This is an optimization exercise on Yosys and OpenROAD, whose aim is small area, a short achievable clock period and few clock cycles, not a production implementation. Only simulation tests tie the RTL to the original design; equivalence was not proved.

$ cat flow/design.v
package mac_cfg_pkg;
    localparam int LANES     = 4;
    localparam int BYTE_W    = 8;        
    localparam int ACC_W     = 16;       
    localparam int WORD_W    = 64;
    localparam int RD_ADDR_W = 3;        
    localparam int WR_ADDR_W = 4;        
    localparam int DIM_W     = 4;
    localparam int PIPE_LAT  = 3;
endpackage
package mac_types_pkg;
    typedef struct packed {
        logic [3:0] m;
        logic [3:0] n;
        logic [3:0] t;
    } mnt_t;
    typedef union packed {
        logic [0:7][7:0] bytes;
        struct packed {
            logic [31:0] hi;
            logic [31:0] lo;
        } halves;
    } mem_word_u;
    typedef logic [0:3][15:0] result_word_t;
    typedef struct packed {
        logic                              en;
        logic [2:0] addr;
    } mem_rd_req_t;
    typedef struct packed {
        logic                              en;
        logic [3:0] addr;
        result_word_t                      wdata;
    } mem_wr_req_t;
    typedef struct packed {
        logic         valid;
        result_word_t word;
    } res_beat_t;
    typedef enum logic [2:0] {IDLE, LOAD_W, STREAM_I, DRAIN, FINISH} ctrl_state_t;
endpackage
`timescale 1ns/10ps
module mac_step_counter (
    input  logic                               CLK,
    input  logic                               RSTN,
    input  logic                               clear_i,
    input  logic                               step_i,
    input  logic [mac_cfg_pkg::DIM_W-1:0]      limit_i,
    output logic [mac_cfg_pkg::RD_ADDR_W-1:0]  count_o,
    output logic                               last_o
);
    logic [mac_cfg_pkg::DIM_W-1:0] count_ext;
    always_ff @(posedge CLK or negedge RSTN) begin
        if (!RSTN) begin
            count_o <= '0;
        end else if (clear_i) begin                   
            count_o <= '0;
        end else if (step_i) begin
            count_o <= count_o + 1'b1;
        end
    end
    assign count_ext = {{(mac_cfg_pkg::DIM_W - mac_cfg_pkg::RD_ADDR_W){1'b0}}, count_o};
    assign last_o    = (count_ext == limit_i - 1'b1);
endmodule
`timescale 1ns/10ps
module mac_ctrl_fsm (
    input  logic                               CLK,
    input  logic                               RSTN,
    input  logic                               start_i,
    input  mac_types_pkg::mnt_t                mnt_i,
    input  logic [mac_cfg_pkg::RD_ADDR_W-1:0]  cnt_i,
    input  logic                               cnt_last_i,
    input  logic                               store_last_i,
    output logic                               cnt_clear_o,
    output logic                               cnt_step_o,
    output logic [mac_cfg_pkg::DIM_W-1:0]      cnt_limit_o,
    output logic                               wb_clear_o,
    output mac_types_pkg::mem_rd_req_t         w_rd_o,
    output mac_types_pkg::mem_rd_req_t         i_rd_o,
    output logic                               done_o
);
    mac_types_pkg::ctrl_state_t state_q;
    mac_types_pkg::ctrl_state_t state_d;
    logic                       start_ok;
    logic                       reading;
    always_ff @(posedge CLK or negedge RSTN) begin
        if (!RSTN) begin
            state_q <= mac_types_pkg::IDLE;
        end else begin
            state_q <= state_d;
        end
    end
    always_comb begin
        state_d = state_q;
        case (state_q)
            mac_types_pkg::IDLE:     if (start_i) state_d = mac_types_pkg::LOAD_W;
            mac_types_pkg::LOAD_W:   if (cnt_last_i) state_d = mac_types_pkg::STREAM_I;
            mac_types_pkg::STREAM_I: if (cnt_last_i) state_d = mac_types_pkg::DRAIN;
            mac_types_pkg::DRAIN:    if (store_last_i) state_d = mac_types_pkg::FINISH;
            mac_types_pkg::FINISH:   state_d = mac_types_pkg::IDLE;
            default:                 state_d = mac_types_pkg::IDLE;
        endcase
    end
    assign start_ok = (state_q == mac_types_pkg::IDLE) && start_i;
    assign reading  = (state_q == mac_types_pkg::LOAD_W) || (state_q == mac_types_pkg::STREAM_I);
    assign cnt_step_o  = reading;
    assign cnt_clear_o = start_ok || (reading && cnt_last_i);     
    assign cnt_limit_o = (state_q == mac_types_pkg::STREAM_I) ? mnt_i.t : mnt_i.m;
    assign wb_clear_o  = start_ok;
    assign w_rd_o = {(state_q == mac_types_pkg::LOAD_W), cnt_i};       
    assign i_rd_o = {(state_q == mac_types_pkg::STREAM_I), cnt_i};     
    assign done_o = (state_q == mac_types_pkg::FINISH);
endmodule
`timescale 1ns/10ps
module weight_bank (
    input  logic                           CLK,
    input  logic                           RSTN,
    input  logic                           clear_i,
    input  mac_types_pkg::mem_rd_req_t     w_rd_i,
    input  mac_types_pkg::mem_word_u       w_rdata_i,
    input  logic [mac_cfg_pkg::DIM_W-1:0]  n_i,
    output logic [0:mac_cfg_pkg::LANES-1][0:mac_cfg_pkg::LANES-1][mac_cfg_pkg::BYTE_W-1:0] weights_o
);
    mac_types_pkg::mem_rd_req_t w_rd_q;     
    logic [mac_cfg_pkg::LANES*8-1:0] row_bytes;     
    logic [mac_cfg_pkg::LANES*mac_cfg_pkg::LANES*mac_cfg_pkg::BYTE_W-1:0] weights_q;     
    always_ff @(posedge CLK or negedge RSTN) begin
        if (!RSTN) begin
            w_rd_q <= '0;
        end else begin
            w_rd_q <= w_rd_i;
        end
    end
    for (genvar n = 0; n < mac_cfg_pkg::LANES; n++) begin : g_mask
        assign row_bytes[mac_cfg_pkg::LANES*8-1-8*n -: 8] =
            (n < n_i) ? w_rdata_i[mac_cfg_pkg::WORD_W-1-8*n -: 8] : 8'h00;
    end
    for (genvar m = 0; m < mac_cfg_pkg::LANES; m++) begin : g_row
        always_ff @(posedge CLK) begin
            if (clear_i) begin
                weights_q[127-32*m -: 32] <= '0;
            end else if (w_rd_q.en && (w_rd_q.addr == m)) begin
                weights_q[127-32*m -: 32] <= row_bytes;
            end
        end
    end
    assign weights_o = weights_q;
endmodule
`timescale 1ns/10ps
module mac_array (
    input  logic                        CLK,
    input  logic                        RSTN,
    input  mac_types_pkg::mem_rd_req_t  i_rd_i,
    input  mac_types_pkg::mem_word_u    i_rdata_i,
    input  logic [0:mac_cfg_pkg::LANES-1][0:mac_cfg_pkg::LANES-1][mac_cfg_pkg::BYTE_W-1:0] weights_i,
    output mac_types_pkg::res_beat_t    res_o
);
    logic                               in_vld_q;     
    logic                               prod_vld_q;
    logic                               sum_vld_q;
    logic [mac_cfg_pkg::LANES*mac_cfg_pkg::LANES*mac_cfg_pkg::ACC_W-1:0] prod_q;     
    logic [mac_cfg_pkg::LANES*mac_cfg_pkg::ACC_W-1:0] sum_d;      
    logic [mac_cfg_pkg::LANES*mac_cfg_pkg::ACC_W-1:0] sum_q;
    always_ff @(posedge CLK or negedge RSTN) begin
        if (!RSTN) begin
            in_vld_q   <= 1'b0;
            prod_vld_q <= 1'b0;
            sum_vld_q  <= 1'b0;
        end else begin
            in_vld_q   <= i_rd_i.en;
            prod_vld_q <= in_vld_q;
            sum_vld_q  <= prod_vld_q;
        end
    end
    logic [mac_cfg_pkg::WORD_W-1:0]     in_word;      
    logic [mac_cfg_pkg::LANES*mac_cfg_pkg::LANES*mac_cfg_pkg::BYTE_W-1:0] w_flat;
    assign in_word = i_rdata_i;
    assign w_flat  = weights_i;
    for (genvar m = 0; m < mac_cfg_pkg::LANES; m++) begin : g_prod_m
        for (genvar n = 0; n < mac_cfg_pkg::LANES; n++) begin : g_prod_n
            always_ff @(posedge CLK) begin
                prod_q[255-64*m-16*n -: 16] <= $signed(in_word[63-8*n -: 8]) * $signed(w_flat[127-32*m-8*n -: 8]);
            end
        end
    end
    for (genvar m = 0; m < mac_cfg_pkg::LANES; m++) begin : g_sum
        assign sum_d[63-16*m -: 16] = prod_q[255-64*m -: 16] + prod_q[239-64*m -: 16]
                                    + prod_q[223-64*m -: 16] + prod_q[207-64*m -: 16];
    end
    always_ff @(posedge CLK) begin
        sum_q <= sum_d;
    end
    assign res_o = {sum_vld_q, sum_q};     
endmodule
`timescale 1ns/10ps
module result_store (
    input  logic                           CLK,
    input  logic                           RSTN,
    input  logic                           start_i,
    input  logic [mac_cfg_pkg::DIM_W-1:0]  t_i,
    input  mac_types_pkg::res_beat_t       res_i,
    output mac_types_pkg::mem_wr_req_t     o_wr_o,
    output logic                           store_last_o
);
    logic [mac_cfg_pkg::RD_ADDR_W-1:0] row_idx;
    logic                              row_last;
    mac_step_counter wr_cnt_inst (
        .CLK     (CLK),
        .RSTN    (RSTN),
        .clear_i (start_i),
        .step_i  (res_i.valid),
        .limit_i (t_i),
        .count_o (row_idx),
        .last_o  (row_last)
    );
    assign o_wr_o = {res_i.valid, row_idx, 1'b0, res_i.word};     
    assign store_last_o = res_i.valid && row_last;
endmodule
`timescale 1ns/10ps
module mac_top (
    input  logic         CLK,
    input  logic         RSTN,
    input  logic [11:0]  mnt_i,        
    input  logic         start_i,
    output logic         done_o,
    output logic [3:0]   w_rd_o,       
    input  logic [63:0]  w_rdata_i,    
    output logic [3:0]   i_rd_o,       
    input  logic [63:0]  i_rdata_i,    
    output logic [68:0]  o_wr_o        
);
    mac_types_pkg::mnt_t         mnt;
    mac_types_pkg::mem_rd_req_t  w_rd;
    mac_types_pkg::mem_word_u    w_rdata;
    mac_types_pkg::mem_rd_req_t  i_rd;
    mac_types_pkg::mem_word_u    i_rdata;
    mac_types_pkg::mem_wr_req_t  o_wr;
    assign mnt     = mnt_i;
    assign w_rdata = w_rdata_i;
    assign i_rdata = i_rdata_i;
    assign w_rd_o  = w_rd;
    assign i_rd_o  = i_rd;
    assign o_wr_o  = o_wr;
    logic [mac_cfg_pkg::RD_ADDR_W-1:0]  cnt;
    logic                               cnt_last;
    logic                               cnt_clear;
    logic                               cnt_step;
    logic [mac_cfg_pkg::DIM_W-1:0]      cnt_limit;
    logic                               wb_clear;      
    logic                               store_last;
    logic [0:mac_cfg_pkg::LANES-1][0:mac_cfg_pkg::LANES-1][mac_cfg_pkg::BYTE_W-1:0] weights;
    mac_types_pkg::res_beat_t           res;
    mac_ctrl_fsm ctrl_inst (
        .CLK          (CLK),
        .RSTN         (RSTN),
        .start_i      (start_i),
        .mnt_i        (mnt),
        .cnt_i        (cnt),
        .cnt_last_i   (cnt_last),
        .store_last_i (store_last),
        .cnt_clear_o  (cnt_clear),
        .cnt_step_o   (cnt_step),
        .cnt_limit_o  (cnt_limit),
        .wb_clear_o   (wb_clear),
        .w_rd_o       (w_rd),
        .i_rd_o       (i_rd),
        .done_o       (done_o)
    );
    mac_step_counter rd_cnt_inst (
        .CLK     (CLK),
        .RSTN    (RSTN),
        .clear_i (cnt_clear),
        .step_i  (cnt_step),
        .limit_i (cnt_limit),
        .count_o (cnt),
        .last_o  (cnt_last)
    );
    weight_bank wb_inst (
        .CLK       (CLK),
        .RSTN      (RSTN),
        .clear_i   (wb_clear),
        .w_rd_i    (w_rd),
        .w_rdata_i (w_rdata),
        .n_i       (mnt.n),
        .weights_o (weights)
    );
    mac_array array_inst (
        .CLK       (CLK),
        .RSTN      (RSTN),
        .i_rd_i    (i_rd),
        .i_rdata_i (i_rdata),
        .weights_i (weights),
        .res_o     (res)
    );
    result_store store_inst (
        .CLK          (CLK),
        .RSTN         (RSTN),
        .start_i      (wb_clear),
        .t_i          (mnt.t),
        .res_i        (res),
        .o_wr_o       (o_wr),
        .store_last_o (store_last)
    );
endmodule
$ cat flow/config.mk
export PLATFORM = sky130hd
export DESIGN_NAME = mac_top
export DESIGN_NICKNAME = mac_top
export VERILOG_FILES = /design/flow/design.v
export SDC_FILE = /design/flow/constraint.sdc
export NUM_CORES = 4
export LEC_CHECK = 0
export CAP_MARGIN = 20
export CORE_MARGIN = 2
export CORE_UTILIZATION = 40
export SLEW_MARGIN = 20
$ cat flow/run.sh
#!/bin/bash
# synth_recipe.tcl (not shown) runs the flow's synth.tcl, then flattens the netlist and writes it again
# the make line also repeats each setting of config.mk as NAME=value (left out here)
make -C /OpenROAD-flow-scripts/flow DESIGN_CONFIG=/design/flow/config.mk WORK_HOME=/design/flow/orfs CLKGATE_MAP_FILE= SYNTH_SCRIPT=/design/flow/synth_recipe.tcl finish
$ cat flow/constraint.sdc
create_clock -name core_clock -period 5.5 [get_ports {CLK}]
set_input_delay 1.1000 -clock core_clock [delete_from_list [all_inputs] [get_ports {CLK}]]
set_output_delay 1.1000 -clock core_clock [all_outputs]
set_load 0.01 [all_outputs]
==> run summary <==
-- layout by cell type, fill, tap and decap left out, drive strengths merged, types with 16 or more instances in the layout --
cell type / synthesis / final
inv: 1323 / 1330
fa: 1000 / 1000
and2: 704 / 704
buf: 25 / 579
ha: 528 / 528
dfxtp: 448 / 448
nand2: 437 / 437
xnor2: 268 / 268
a21oi: 230 / 230
clkdlybuf4s50: 0 / 155
nor2b: 134 / 134
nand3: 128 / 128
nor2: 98 / 98
clkbuf: 166 / 77
o21ai: 71 / 71
xor2: 63 / 63
or3: 43 / 43
nand2b: 38 / 38
o21a: 37 / 37
a21o: 37 / 37
a211oi: 31 / 31
a311oi: 27 / 27
nor3: 27 / 27
or2: 19 / 19
mux2: 18 / 18
dfrtp: 16 / 16
-- per-layer routing --
layer | wire, um | share of wire (%) | GRT usage (%)
met4 | 5650 | 3.9 | 7.76
met1 | 65300 | 45 | 27.7
met3 | 5890 | 4.0 | 2.33
met2 | 69100 | 47 | 34.2
met5 | 13 | 0.0089 | 0
-- cell usage after synthesis, types with 37 or more instances --
cell	instances
o21ai_0	71
nor2b_1	134
ha_1	528
a21oi_1	230
o21a_1	37
nand3_1	128
fa_1	1000
clkbuf_1	166
nor2_1	98
or3_1	43
xor2_1	63
and2_1	704
nand2_1	437
a21o_1	37
dfxtp_1	448
inv_1	1323
nand2b_1	38
xnor2_1	268
-- final timing paths --
check	slack [ns]	from	to
max	0.29	i_rdata_i[54]	array_inst.prod_q[108]
min	0.35	array_inst.in_vld_q	array_inst.prod_vld_q
max reg2reg	0.90	wb_inst.weights_q[82]	array_inst.prod_q[175]
min reg2reg	0.35	array_inst.in_vld_q	array_inst.prod_vld_q
max in group asynchronous	4.20	RSTN	wb_inst.w_rd_q[1]
min in group asynchronous	0.84	RSTN	store_inst.wr_cnt_inst.count_o[2]
-- cell type report --
cell class | count | area (um2) | share of cell area [%]
clock buffer | 77 | 1670 | 2.47
sequential | 464 | 9370 | 13.9
multi-input combinational | 4127 | 42400 | 62.9
inverter | 1323 | 4970 | 7.36
clock inverter | 32 | 355 | 0.527
antenna | 5 | 12.5 | 0.0186
timing repair buffer | 734 | 6260 | 9.28
tap | 1903 | 2380 | 3.53
-- cells by family (layout without fill, tap and decap cells) --
group                      after synthesis  in the layout  share of synthesized area (%)
xor gates and xnor gates               331            331                           5.04
and+or+nand+nor                       1711           1711                           16.1
other                                    1              6                        0.00652
DFF                                    464            464                           16.3
adders and majority gates             1528           1528                           46.3
AOI/OAI and AO/OA                      532            532                           5.82
muxes                                   24             24                          0.457
buffers and inverters                 1514           2166                           9.94
-- flip-flops by register name, summed over array words and instances (netlist names) --
register / flops
ctrl_inst.state_q: 3
array_inst.prod_q: 256
array_inst.prod_vld_q: 1
rd_cnt_inst.count_o: 3
wb_inst.w_rd_q: 4
array_inst.sum_q: 64
array_inst.in_vld_q: 1
store_inst.wr_cnt_inst.count_o: 3
wb_inst.weights_q: 128
array_inst.sum_vld_q: 1
-- metrics by stage --
step,util (%),std cells,setup slack [ns]
3_3_place_gp,45.7,8551,-0.379
5_1_grt,47.1,8664,0.0582
6_report,47.1,8665,0.290
3_5_place_dp,45.7,8551,-0.429
4_1_cts,47.1,8660,0.288
2_1_floorplan,-,6105,0.336
==> impl_metrics.py <==
metrics = {
    "run_status": {
        "status": "no timing/DRC/antenna violations",
    },
    "floorplan": {
        "initial_utilization_pct": 40.2,
        "pin_count": 221,
        "die_area_um2": 147000,
        "die_w_um": 383,
        "core_area_um2": 143000,
        "die_h_um": 383,
        "rows": 139,
    },
    "synthesis": {
        "synth_top_area_share_pct": 34.8,
        "synth.largest_area_cell": "fa_1",
        "async_reset_ff_share_pct": 3.45,
        "synth-seq-cells": 464,
        "yosys_most_used_dff": "dfxtp_1",
        "synthTopCellsByArea": "fa_1 35%, dfxtp_1 16%, ha_1 11%, inv_1 8.6%, and2_1 7.7%",
        "ys_seq_area_share_pct": 16.3,
        "synth-edff-count": 0,
        "yosysUniqueCellTypes": 68,
        "synth_area_um2": 57500,
        "ys_warn_count": 4,
        "synth_nets": 7776,
        "syn_area_per_cell_um2": 9.42,
        "synthCells": 6105,
    },
    "sta": {
        "fmax_ghz": 0.192,
        "finalHoldViolCount": 0,
        "min_period_ns": 5.21,
        "tns_ns": 0,
        "relSlewSlack_pct": 31.1,
        "tightest_slew_ns": 1.03,
        "drv_slew": 0,
        "hold_slack_ns": 0.347,
        "finalSetupViolCount": 0,
        "finalClockSkew_ns": 0.0356,
        "rsz0062_at_grt": "no",
        "finalCritPeriodShare_pct": 94.7,
    },
    "setup_path": {
        "path_buf_inv": 9,
        "criticalPathCategory": "in2reg",
        "critPathArrivalTime_ns": 5.77,
        "required_ns": 6.06,
        "path_cells": "clkdlybuf4s50_1 -> buf_12 -> buf_4 -> buf_4 -> nand2_1 -> fa_1 -> fa_1 -> inv_1 -> fa_1 -> inv_1 -> fa_1 -> inv_1 -> ha_1 -> or3_1 -> a311oi_1 -> buf_4 -> nor2_1 -> xor2_1 -> buf_4",
        "cp_num_cells": 19,
        "slowest_delay_ns": 0.55,
        "critPathTopFamily": "adder cells",
        "worst_setup_path_start_kind": "primary input",
        "reg2regPathDepth": 16,
        "crit_slowest_cell": "fa_1",
        "end_kind": "flop",
        "path_max_fanout": 13,
    },
    "final_layout": {
        "layout-drive-gt1-share_pct": 10.8,
        "n_fill_cell": 13500,
        "fin_nets": 8380,
        "synthToLayoutAreaGrowth_pct": 17.3,
        "fin_area_um2": 67400,
    },
    "cts": {
        "cts_setup_buffers": 0,
        "clk_root_buffer_cell": "clkbuf_16",
        "cts-buffers-inserted": 59,
        "h-tree-depth": 2,
        "postCtsHoldBufs": 0,
        "cts.path.max_buffers": 3,
        "cts_tree": "done",
        "cts_sinks": 464,
        "clk_pin_slew_ns": 0.06,
        "cts_resized": 0,
        "clk_latency_ns": 0.70,
    },
    "global_routing": {
        "overflow": 0,
        "grt_pass1_vias": 43900,
        "grt_use_total_pct": 20.6,
        "grt_pass1_wl_um": 238000,
        "antenna_found_initial": 5,
        "grt_max_degree": 134,
    },
    "placed_design": {
        "dp_hpwl_um": 122000,
        "placed_cell_area_um2": 65400,
        "place_congestion": 0.878,
        "numPortBuffers": 155,
    },
    "drt": {
        "drc": 0,
        "ant_nets": 0,
        "totalWireLength_um": 146000,
        "drtIter0Drc": 1908,
        "vias_per_cell": 4.80,
        "detail_route.wl_per_cell_um": 16.8,
        "dr_total_vias": 41600,
        "first_pass_iters": 7,
    },
    "worst_hold_path": {
        "hold_path_class": "reg2reg",
        "hold_depth": 0,
    },
    "flow_run": {
        "maxCapViolations": 0,
    },
}
Testbench counts, summed over its fixed seeds: cycles 3,987.

port drivers added, routing unchanged:
The flow's constraints put no driver on any port. The routed layout listed below was extracted and timed again, unchanged, in two steps.
Step 1 assumes that a clkbuf_16 drives the clock port and a buf_2 every other input.
Step 2 moves the port delays by t, midway between the first and last clock arrival at a register: inputs arrive t later, outputs are due t later. That takes back most of the time a late clock gives input paths.
Slacks: no drivers / after step 1 / after step 2; pairs: no drivers / after step 1.
t, ns: 0.760
slack for setup (ns): 0.290 / 0.349 / -0.411
slew at the worst register clock pin (ns): 0.07 / 0.07
Met with ideal ports but missed after step 2: setup timing in this run. The setup slack of this run moves by +0.059 ns with the drivers and by -0.701 ns with both steps.
